Context: an optimization exercise on an open-source flow, tuned for small area, a short achievable clock period and few clock cycles. The choices shown serve that exercise and are no tape-out recipe. At most, simulation tests tie the RTL to the original design; equivalence was not proved. Power is estimated from default activity; no workload was simulated.

== yarrow ==
==> module rrd_emit, before the edit <==
module rrd_emit (
	input  wire logic        clk,
	input  wire logic        arst_n,
	input  wire logic        wr_en,
	input  wire logic [5:0]  wr_addr,
	input  wire logic [7:0]  wr_data,
	output logic             p_busy,
	output logic             p_thr_busy,
	input  wire logic        p_load,
	input  wire logic [1:0]  p_status,
	input  wire logic        p_thr_seen,
	input  wire logic        p_present,
	input  wire logic [5:0]  p_len,
	input  wire logic        p_long,
	input  wire logic        p_stop,
	input  wire logic [6:0]  p_base,
	input  wire logic [31:0] thr,
	output logic             old_v,
	output logic [6:0]       old_ptr,
	output logic             tx_valid,
	input  wire logic        tx_ready,
	output logic [1:0]       tx_status_code,
	output logic [31:0]      tx_throttle_ms,
	output logic             tx_value_present,
	output logic [5:0]       tx_value_length,
	output logic [7:0]       tx_value_byte,
	output logic [4:0]       tx_byte_index,
	output logic             tx_value_too_long,
	output logic             tx_stopped_early,
	output logic             tx_last_result
);
	logic [7:0] mem [64];
	always_ff @(posedge clk) begin
		if (wr_en) mem[wr_addr] <= wr_data;
	end
	logic       q_v;
	logic [1:0] q_st;
	logic       q_ts, q_pr, q_lg, q_sp;
	logic [5:0] q_len;
	logic [6:0] q_base;
	logic       cv, cnew, czero;
	logic [4:0] ck, cend;
	logic [6:0] rptr;
	logic       o_v, o_last, o_pr, o_lg, o_sp;
	logic [7:0] o_byte;
	logic [4:0] o_idx;
	logic [1:0] o_st;
	logic [31:0] o_thr;
	logic [5:0] o_len;
	wire adv   = cv && (!o_v || tx_ready);
	wire clast = (ck == cend);
	wire cload = q_v && !(cv && cnew) && (!cv || (adv && clast));
	assign p_busy  = q_v;
	assign p_thr_busy = q_v && q_ts;
	assign old_v   = cv || q_v;
	assign old_ptr = cv ? rptr : q_base;
	always_ff @(posedge clk or negedge arst_n) begin
		if (!arst_n) begin
			q_v <= 1'b0;
			cv  <= 1'b0;
			o_v <= 1'b0;
		end else begin
			if (p_load) q_v <= 1'b1;
			else if (adv && cnew) q_v <= 1'b0;
			if (cload) cv <= 1'b1;
			else if (adv && clast) cv <= 1'b0;
			if (adv) o_v <= 1'b1;
			else if (tx_ready) o_v <= 1'b0;
		end
	end
	always_ff @(posedge clk) begin
		if (p_load) begin
			q_st   <= p_status;
			q_ts   <= p_thr_seen;
			q_pr   <= p_present;
			q_len  <= p_len;
			q_lg   <= p_long;
			q_sp   <= p_stop;
			q_base <= p_base;
		end
		if (cload) begin
			cnew  <= 1'b1;
			czero <= (q_len == 6'd0);
			ck    <= 5'd0;
			cend  <= (q_len == 6'd0) ? 5'd0 : 5'(q_len - 6'd1);
			rptr  <= q_base;
		end else if (adv) begin
			cnew <= 1'b0;
			ck   <= ck + 5'd1;
			rptr <= rptr + 7'd1;
		end
		if (adv) begin
			o_byte <= czero ? 8'd0 : mem[rptr[5:0]];
			o_idx  <= ck;
			o_last <= clast;
			if (cnew) begin
				o_st  <= q_st;
				o_thr <= q_ts ? thr : 32'd0;
				o_pr  <= q_pr;
				o_len <= q_len;
				o_lg  <= q_lg;
				o_sp  <= q_sp;
			end
		end
	end
	assign tx_valid          = o_v;
	assign tx_status_code    = o_st;
	assign tx_throttle_ms    = o_thr;
	assign tx_value_present  = o_pr;
	assign tx_value_length   = o_len;
	assign tx_value_byte     = o_byte;
	assign tx_byte_index     = o_idx;
	assign tx_value_too_long = o_lg;
	assign tx_stopped_early  = o_sp;
	assign tx_last_result    = o_last;
endmodule
Settings: LEC_CHECK=0, CAP_MARGIN=20, CORE_MARGIN=2, CORE_UTILIZATION=40, SETUP_SLACK_MARGIN=4.0, SLEW_MARGIN=20; clock period 6.5 ns.
standard.sh (not shown) runs the stock make flow with config.mk's settings and CLKGATE_MAP_FILE= SYNTH_SCRIPT=/design/flow/synth_recipe.tcl, a recipe that flattens the netlist after the stock synthesis.
==> flow/flow/run.sh <==
#!/bin/bash
set -euo pipefail
export CTS_ARGS="-sink_clustering_enable -repair_clock_nets -dont_use_dummy_load"
bash standard.sh > standard_flow.log 2>&1
Testbench counts of yarrow, summed over its fixed seeds: cycles 51,327.
> inputs changed (yarrow -> amber)
-- flow/design.v --
<<< yarrow, line 394
			rptr <= rptr + 7'd1;
		end
		if (adv) begin
			o_byte <= czero ? 8'd0 : mem[rptr[5:0]];
			o_idx  <= ck;
			o_last <= clast;
			if (cnew) begin
				o_st  <= q_st;
				o_thr <= q_ts ? thr : 32'd0;
				o_pr  <= q_pr;
				o_len <= q_len;
				o_lg  <= q_lg;
				o_sp  <= q_sp;
			end
		end
	end
	assign tx_valid          = o_v;
>>> amber, line 394
			rptr <= rptr + 7'd1;
		end
	end
	wire       ld_r = adv;
	wire       ld_m = adv && cnew;
	wire [7:0] rd_b = mem[rptr[5:0]];
	always_ff @(posedge clk) begin
		o_byte <= (rd_b & {8{ld_r && !czero}}) | (o_byte & {8{!ld_r}});
		o_idx  <= (ck & {5{ld_r}}) | (o_idx & {5{!ld_r}});
		o_last <= (clast && ld_r) | (o_last && !ld_r);
		o_st   <= (q_st & {2{ld_m}}) | (o_st & {2{!ld_m}});
		o_thr  <= (thr & {32{ld_m && q_ts}}) | (o_thr & {32{!ld_m}});
		o_pr   <= (q_pr && ld_m) | (o_pr && !ld_m);
		o_len  <= (q_len & {6{ld_m}}) | (o_len & {6{!ld_m}});
		o_lg   <= (q_lg && ld_m) | (o_lg && !ld_m);
		o_sp   <= (q_sp && ld_m) | (o_sp && !ld_m);
	end
	assign tx_valid          = o_v;
### Flow results
- Met3 layer usage reported by global route essentially unchanged between yarrow and amber.
- Post-layout total power was lower in yarrow than in amber.
- Looking at area share of buffers outside the clock network, amber sits 0.57 points lower than yarrow does.
- Comparing global-route total usage across every layer for amber and yarrow, the bigger number came from amber.
- amber vs yarrow, count of inserted tapcells went up by 9.
- Going from yarrow to amber, register-to-register slack shows a reduction of 0.10 ns, aggregate routed wire length rose about 5.3%.
Only the layout flow was run in amber; the RTL was not checked for function there.

==> separate check: timing with driven ports <==
No port has a modelled driver above. Below, the same layouts with a new extraction and two added sets of constraints.
Step 1 sets driving cells, clkbuf_16 on the clock port and buf_2 on the other inputs (assumed; they add their load-dependent delay and slew).
Step 2 adds t to the input delays and takes it off the output delays; t is the mean of the earliest and latest rising clock arrival at the registers after step 1. Input paths then give back, and output paths get back, about the clock's delay inside the block.
a / b / c = no drivers / after step 1 / after step 2; a / b = the first two.
run	t, ns	slack for setup (ns)	hold slack, ns	worst setup path at the end	latest minus earliest clock arrival (ns)
yarrow	0.661	3.937 / 3.867 / 3.473	0.422 / 0.422 / 0.422	input to register	0.080 / 0.080
amber	0.657	3.892 / 3.892 / 3.679	0.404 / 0.404 / 0.404	input to register	0.082 / 0.082
After both steps setup and hold are still met in every run listed. The setup slack of yarrow, which loses most, moves by -0.070 ns with the drivers and by -0.464 ns with both steps.
